This is an optimization exercise on Yosys and OpenROAD, whose aim is small area, a short achievable clock period and few clock cycles per item, not a production implementation.
Function was checked by simulation only, so behaviour that the tests miss may differ from the original.

==> 11-11: inputs <==
==> flow/design.v <==
package cc8ks_pkg;
  localparam logic [31:0] TAU0 = 32'h6170_7865;
  localparam logic [31:0] TAU1 = 32'h3120_646e;
  localparam logic [31:0] TAU2 = 32'h7962_2d36;
  localparam logic [31:0] TAU3 = 32'h6b20_6574;
  localparam logic [1:0] REG_KEY_LOW  = 2'd0;
  localparam logic [1:0] REG_KEY_HIGH = 2'd1;
  localparam logic [1:0] REG_NONCE    = 2'd2;
  localparam logic OP_XOR  = 1'b0;
  localparam logic OP_SKIP = 1'b1;
endpackage
module cc8ks_core (
  input  logic               clk,
  input  logic               start,      
  input  logic               abort,      
  input  logic               rst,
  input  logic [63:0]        key_low,    
  input  logic [63:0]        key_high,
  input  logic [63:0]        ctr,
  input  logic [63:0]        nonce,
  input  logic [2:0]         pos,        
  output logic               busy,
  output logic               have,
  output logic [63:0]        ks_raw      
);
  logic [3:0][31:0] ra, rb, rc, rd;      
  logic [3:0][31:0] na, nb, nc, nd;      
  logic [3:0]       rnd;                 
  logic             half;
  logic             rend;
  logic             diag;
  assign half = rnd[0];
  assign rend = rnd[0];                  
  assign diag = rnd[1];                  
  genvar g;
  generate
    for (g = 0; g < 4; g++) begin : g_lane
      logic [31:0] a1, x1, d1, c1, x2, b1;
      cc8ks_add u_add_a (.a(ra[g]), .b(rb[g]), .s(a1));
      assign x1 = rd[g] ^ a1;
      assign d1 = half ? {x1[23:0], x1[31:24]} : {x1[15:0], x1[31:16]};
      cc8ks_add u_add_c (.a(rc[g]), .b(d1), .s(c1));
      assign x2 = rb[g] ^ c1;
      assign b1 = half ? {x2[24:0], x2[31:25]} : {x2[19:0], x2[31:20]};
      assign na[g] = a1;
      assign nb[g] = b1;
      assign nc[g] = c1;
      assign nd[g] = d1;
    end
  endgenerate
  always_ff @(posedge clk) begin
    if (rst || abort) begin
      busy <= 1'b0;
      have <= 1'b0;
      rnd  <= 4'd0;
    end else if (start) begin
      busy <= 1'b1;
      have <= 1'b0;
      rnd  <= 4'd0;
    end else if (busy) begin
      rnd <= rnd + 4'd1;
      if (rnd == 4'd15) begin
        busy <= 1'b0;
        have <= 1'b1;
      end
    end
  end
  always_ff @(posedge clk) begin
    if (start) begin
      ra <= {cc8ks_pkg::TAU3, cc8ks_pkg::TAU2, cc8ks_pkg::TAU1, cc8ks_pkg::TAU0};
      rb <= {key_high, key_low};
      rc <= {key_high, key_low};
      rd <= {nonce, ctr};
    end else if (busy) begin
      for (int i = 0; i < 4; i++) begin
        if (!rend) begin
          ra[i] <= na[i];
          rb[i] <= nb[i];
          rc[i] <= nc[i];
          rd[i] <= nd[i];
        end else begin
          ra[i] <= diag ? na[(i + 2) % 4] : na[i];
          rb[i] <= nb[(i + 1) % 4];
          rc[i] <= diag ? nc[i] : nc[(i + 2) % 4];
          rd[i] <= nd[(i + 3) % 4];
        end
      end
    end
  end
  always_comb begin
    case (pos)
      3'd0: ks_raw = {ra[1], ra[0]};
      3'd1: ks_raw = {ra[3], ra[2]};
      3'd2: ks_raw = {rb[1], rb[0]};
      3'd3: ks_raw = {rb[3], rb[2]};
      3'd4: ks_raw = {rc[1], rc[0]};
      3'd5: ks_raw = {rc[3], rc[2]};
      3'd6: ks_raw = {rd[1], rd[0]};
      default: ks_raw = {rd[3], rd[2]};
    endcase
  end
endmodule
module cc8ks_add #(
  parameter int W = 32
) (
  input  logic [W-1:0] a,
  input  logic [W-1:0] b,
  output logic [W-1:0] s
);
  localparam int L = $clog2(W);
  logic [L:0][W-1:0] g;
  logic [L:0][W-1:0] p;
  assign g[0] = a & b;
  assign p[0] = a ^ b;
  genvar l, i;
  generate
    for (l = 0; l < L; l++) begin : g_lvl
      for (i = 0; i < W; i++) begin : g_bit
        if (i >= (1 << l)) begin : g_op
          assign g[l+1][i] = g[l][i] | (p[l][i] & g[l][i - (1 << l)]);
          assign p[l+1][i] = p[l][i] & p[l][i - (1 << l)];
        end else begin : g_pass
          assign g[l+1][i] = g[l][i];
          assign p[l+1][i] = p[l][i];
        end
      end
    end
  endgenerate
  assign s = p[0] ^ {g[L][W-2:0], 1'b0};
endmodule
import cc8ks_pkg::*;
module chacha8_keystream_xor (
  input  logic        clk,
  input  logic        rst,
  input  logic        psel,
  input  logic        penable,
  input  logic        pwrite,
  input  logic [4:0]  paddr,
  input  logic [63:0] pwdata,
  output logic [63:0] prdata,
  output logic        pready,
  input  logic        s_tvalid,
  output logic        s_tready,
  input  logic [95:0] s_tdata,   
  input  logic        s_tuser,   
  input  logic        s_tlast,
  output logic        m_tvalid,
  input  logic        m_tready,
  output logic [71:0] m_tdata,   
  output logic        m_tlast
);
  logic [63:0] key_low;
  logic [63:0] key_high;
  logic [63:0] nonce;
  logic [63:0] ctr;
  logic [2:0]  pos;
  logic        pend;
  logic [63:0] out_chunk;
  logic [3:0]  out_count;
  logic        out_last;
  logic        cfg_wr;
  logic [1:0]  reg_sel;
  logic        wr_any;
  logic        s_acc;
  logic        x_acc;
  logic        k_acc;
  logic        discard;
  logic [31:0] amount;
  logic [3:0]  count;
  logic [63:0] mask;
  logic [63:0] ctr_inc;
  logic [31:0] ctr_hi_inc;
  logic [32:0] skip_sum;
  logic [63:0] ctr_n;
  logic        core_start;
  logic        core_abort;
  logic        core_busy;
  logic        core_have;
  logic [63:0] ks_raw;
  logic [63:0] ff_pair;
  logic [31:0] ks_lo;
  logic [31:0] ks_hi;
  assign pready  = 1'b1;
  assign cfg_wr  = psel & penable & pwrite;
  assign reg_sel = paddr[4:3];
  assign wr_any  = cfg_wr & (reg_sel != 2'd3);
  assign amount  = s_tdata[95:64];
  assign s_tready = (s_tuser == OP_SKIP) ? !pend : (core_have & (!m_tvalid | m_tready));
  assign s_acc    = s_tvalid & s_tready;
  assign x_acc    = s_acc & (s_tuser == OP_XOR);
  assign k_acc    = s_acc & (s_tuser == OP_SKIP);
  assign discard  = x_acc & (s_tlast | (pos == 3'd7));
  assign count = ((amount == 32'd0) || (|amount[31:4]) || (amount[3] && |amount[2:0]))
                 ? 4'd8 : amount[3:0];
  always_comb begin
    for (int i = 0; i < 8; i++) begin
      mask[8*i +: 8] = {8{4'(i) < count}};
    end
  end
  always_comb begin
    case (reg_sel)
      REG_KEY_LOW:  prdata = key_low;
      REG_KEY_HIGH: prdata = key_high;
      REG_NONCE:    prdata = nonce;
      default:      prdata = 64'd0;
    endcase
  end
  assign ctr_inc    = ctr + 64'd1;
  assign ctr_hi_inc = ctr[63:32] + 32'd1;
  assign skip_sum   = {1'b0, ctr[31:0]} + {1'b0, amount} + {32'd0, (pos != 3'd0)};
  assign ctr_n      = discard ? ctr_inc : ctr;
  assign core_abort = wr_any | k_acc;
  assign core_start = discard | (!core_busy & !core_have & !pend);
  cc8ks_core u_core (
    .clk     (clk),
    .start   (core_start),
    .abort   (core_abort),
    .rst     (rst),
    .key_low (key_low),
    .key_high(key_high),
    .ctr     (ctr_n),
    .nonce   (nonce),
    .pos     (pos),
    .busy    (core_busy),
    .have    (core_have),
    .ks_raw  (ks_raw)
  );
  always_comb begin
    case (pos)
      3'd0: ff_pair = {TAU1, TAU0};
      3'd1: ff_pair = {TAU3, TAU2};
      3'd2, 3'd4: ff_pair = key_low;
      3'd3, 3'd5: ff_pair = key_high;
      3'd6: ff_pair = ctr;
      default: ff_pair = nonce;
    endcase
  end
  assign ks_lo = ks_raw[31:0] + ff_pair[31:0];
  assign ks_hi = ks_raw[63:32] + ff_pair[63:32];
  always_ff @(posedge clk) begin
    if (rst) begin
      key_low  <= 64'd0;
      key_high <= 64'd0;
      nonce    <= 64'd0;
      ctr      <= 64'd0;
      pos      <= 3'd0;
      pend     <= 1'b0;
      m_tvalid <= 1'b0;
    end else begin
      if (x_acc) begin
        m_tvalid <= 1'b1;
      end else if (m_tready) begin
        m_tvalid <= 1'b0;
      end
      if (wr_any) begin
        case (reg_sel)
          REG_KEY_LOW:  key_low  <= pwdata;
          REG_KEY_HIGH: key_high <= pwdata;
          default:      nonce    <= pwdata;
        endcase
        ctr  <= 64'd0;
        pos  <= 3'd0;
        pend <= 1'b0;
      end else if (k_acc) begin
        ctr[31:0] <= skip_sum[31:0];
        pend      <= skip_sum[32];
        pos       <= 3'd0;
      end else begin
        if (pend) begin
          ctr[63:32] <= ctr_hi_inc;
          pend       <= 1'b0;
        end
        if (x_acc) begin
          if (discard) begin
            ctr <= ctr_inc;
            pos <= 3'd0;
          end else begin
            pos <= pos + 3'd1;
          end
        end
      end
    end
  end
  always_ff @(posedge clk) begin
    if (x_acc) begin
      out_chunk <= s_tdata[63:0] ^ ({ks_hi, ks_lo} & mask);
      out_count <= count;
      out_last  <= s_tlast;
    end
  end
  assign m_tdata = {4'd0, out_count, out_chunk};
  assign m_tlast = out_last;
endmodule
==> flow/run.sh <==
#!/bin/bash
# synth_recipe.tcl (not shown) runs the flow's synth.tcl, then flattens the netlist and writes it again
# the make line also repeats each setting of config.mk as NAME=value (left out here)
make -C /OpenROAD-flow-scripts/flow DESIGN_CONFIG=/design/flow/config.mk WORK_HOME=/design/flow/orfs CLKGATE_MAP_FILE= SYNTH_SCRIPT=/design/flow/synth_recipe.tcl finish
==> flow/config.mk <==
export PLATFORM = sky130hd
export DESIGN_NAME = chacha8_keystream_xor
export DESIGN_NICKNAME = chacha8_keystream_xor
export VERILOG_FILES = /design/flow/design.v
export SDC_FILE = /design/flow/constraint.sdc
export NUM_CORES = 4
export LEC_CHECK = 0
export ABC_AREA = 1
export CAP_MARGIN = 20
export CORE_MARGIN = 2
export CORE_UTILIZATION = 40
export SLEW_MARGIN = 20
==> flow/constraint.sdc <==
create_clock -name core_clock -period 9.0 [get_ports {clk}]
set_input_delay 1.8000 -clock core_clock [delete_from_list [all_inputs] [get_ports {clk}]]
set_output_delay 1.8000 -clock core_clock [all_outputs]
set_load 0.01 [all_outputs]
==> inputs of 09-04, as changes to 11-11 <==
==> flow/design.v, changed modules only <==
module cc8ks_add #(parameter int W = 32) (input logic [W-1:0] a, b, output logic [W-1:0] s);
  localparam int L = $clog2(W);
  logic [L:0][W-1:0] g, p;
  assign g[0] = a & b;
  assign p[0] = a ^ b;
  genvar l, i;
  generate
    for (l = 0; l < L; l++) begin : g_lvl
      for (i = 0; i < W; i++) begin : g_bit
        if ((i >> l) & 1) begin : g_op
          localparam int J = ((i >> l) << l) - 1;
          assign g[l+1][i] = g[l][i] | (p[l][i] & g[l][J]);
          assign p[l+1][i] = p[l][i] & p[l][J];
        end else begin : g_pass
          assign g[l+1][i] = g[l][i];
          assign p[l+1][i] = p[l][i];
        end
      end
    end
  endgenerate
  assign s = p[0] ^ {g[L][W-2:0], 1'b0};
endmodule
SETUP_SLACK_MARGIN = 3.5   (was unset)
==> inputs of 02-01, as changes to 11-11 <==
==> flow/design.v, changed modules only <==
module cc8ks_add #(parameter int W = 32) (input logic [W-1:0] a, b, output logic [W-1:0] s);
  localparam int L = $clog2(W);
  logic [L:0][W-1:0] g, p;
  assign g[0] = a & b;
  assign p[0] = a ^ b;
  genvar l, i;
  generate
    for (l = 0; l < L; l++) begin : g_lvl
      for (i = 0; i < W; i++) begin : g_bit
        if ((i >> l) & 1) begin : g_op
          localparam int J = ((i >> l) << l) - 1;
          assign g[l+1][i] = g[l][i] | (p[l][i] & g[l][J]);
          assign p[l+1][i] = p[l][i] & p[l][J];
        end else begin : g_pass
          assign g[l+1][i] = g[l][i];
          assign p[l+1][i] = p[l][i];
        end
      end
    end
  endgenerate
  assign s = p[0] ^ {g[L][W-2:0], 1'b0};
endmodule
SETUP_SLACK_MARGIN = 2.5   (was unset)
==> run summary <==
Floorplan die width: 02-01 408 um; 09-04 408 um; 11-11 421 um
Result of the run: 02-01 timing/DRC/antenna clean; 09-04 timing/DRC/antenna clean; 11-11 timing/DRC/antenna clean
Bufs w/o clock: 02-01 478; 09-04 760; 11-11 444
Iteration-0 DRC count of the detailed router: 02-01 12800; 09-04 13400; 11-11 15800
Fin worst setup slack: 02-01 2.29 ns; 09-04 2.81 ns; 11-11 0.635 ns
Met3 wire len: 02-01 62.3 mm; 09-04 68.8 mm; 11-11 83.8 mm
Slew at the pin with the worst max-slew slack: 02-01 1.30 ns; 09-04 1.39 ns; 11-11 1.34 ns
Final Core Density: 02-01 46.8%; 09-04 52.2%; 11-11 46.1%
Die boundary height: 02-01 408 um; 09-04 408 um; 11-11 421 um
Number of unique standard cell types used by synthesis: 02-01 71; 09-04 71; 11-11 73
Total via count in the routed design: 02-01 73600; 09-04 76700; 11-11 83700
Worst hold slack: 02-01 0.482 ns; 09-04 0.484 ns; 11-11 0.501 ns
Clock-cell share of area: 02-01 4.83%; 09-04 4.46%; 11-11 5.00%
Die outline area: 02-01 0.167 mm2; 09-04 0.167 mm2; 11-11 0.177 mm2
Max-Slew Margin vs Limit: 02-01 12.6%; 09-04 6.46%; 11-11 9.56%
Pin count of the biggest net entering global routing: 02-01 149; 09-04 187; 11-11 141
Total number of tap cells: 02-01 2175; 09-04 2175; 11-11 2310
WL met2: 02-01 158 mm; 09-04 158 mm; 11-11 174 mm
Fraction of the yosys area taken by sequential cells: 02-01 32.9%; 09-04 32.9%; 11-11 31.0%
Mapped cell area: 02-01 0.0654 mm2; 09-04 0.0654 mm2; 11-11 0.0694 mm2
CP most frequent cell: 02-01 nand2_1; 09-04 nand2_4; 11-11 nand2_1
Peak clock frequency supported by timing: 02-01 149 MHz; 09-04 162 MHz; 11-11 120 MHz
Testbench counts of 11-11, summed over its fixed seeds: cycles 9,698, items 2,668.
Testbench counts of 09-04, summed over its fixed seeds: cycles 9,698, items 2,668.
Testbench counts of 02-01, summed over its fixed seeds: cycles 9,698, items 2,668.

[what the ideal ports hide]
No port has a modelled driver above. Below, the same layouts with a new extraction and two added sets of constraints.
Step 1, drivers: a clkbuf_16 drives clk and a buf_2 each remaining input, both assumed.
Step 2 times the ports against the registers' clock, not the clock port: input delays grow and output delays shrink by t, the midpoint of the rising clock arrivals with the driver on.
a / b / c = ideal / step 1 / step 2; a / b = the first two.
run	shift t [ns]	setup slack, ns	worst setup path at the end
11-11	0.903	0.635 / 0.635 / 0.635	register to register
09-04	0.881	2.813 / 2.813 / 2.495	input to register
02-01	0.840	2.285 / 2.285 / 2.174	input to register
After both steps setup and hold are still met in every run listed. The setup slack of 09-04, which loses most, moves by 0.000 ns with the drivers and by -0.318 ns with both steps.
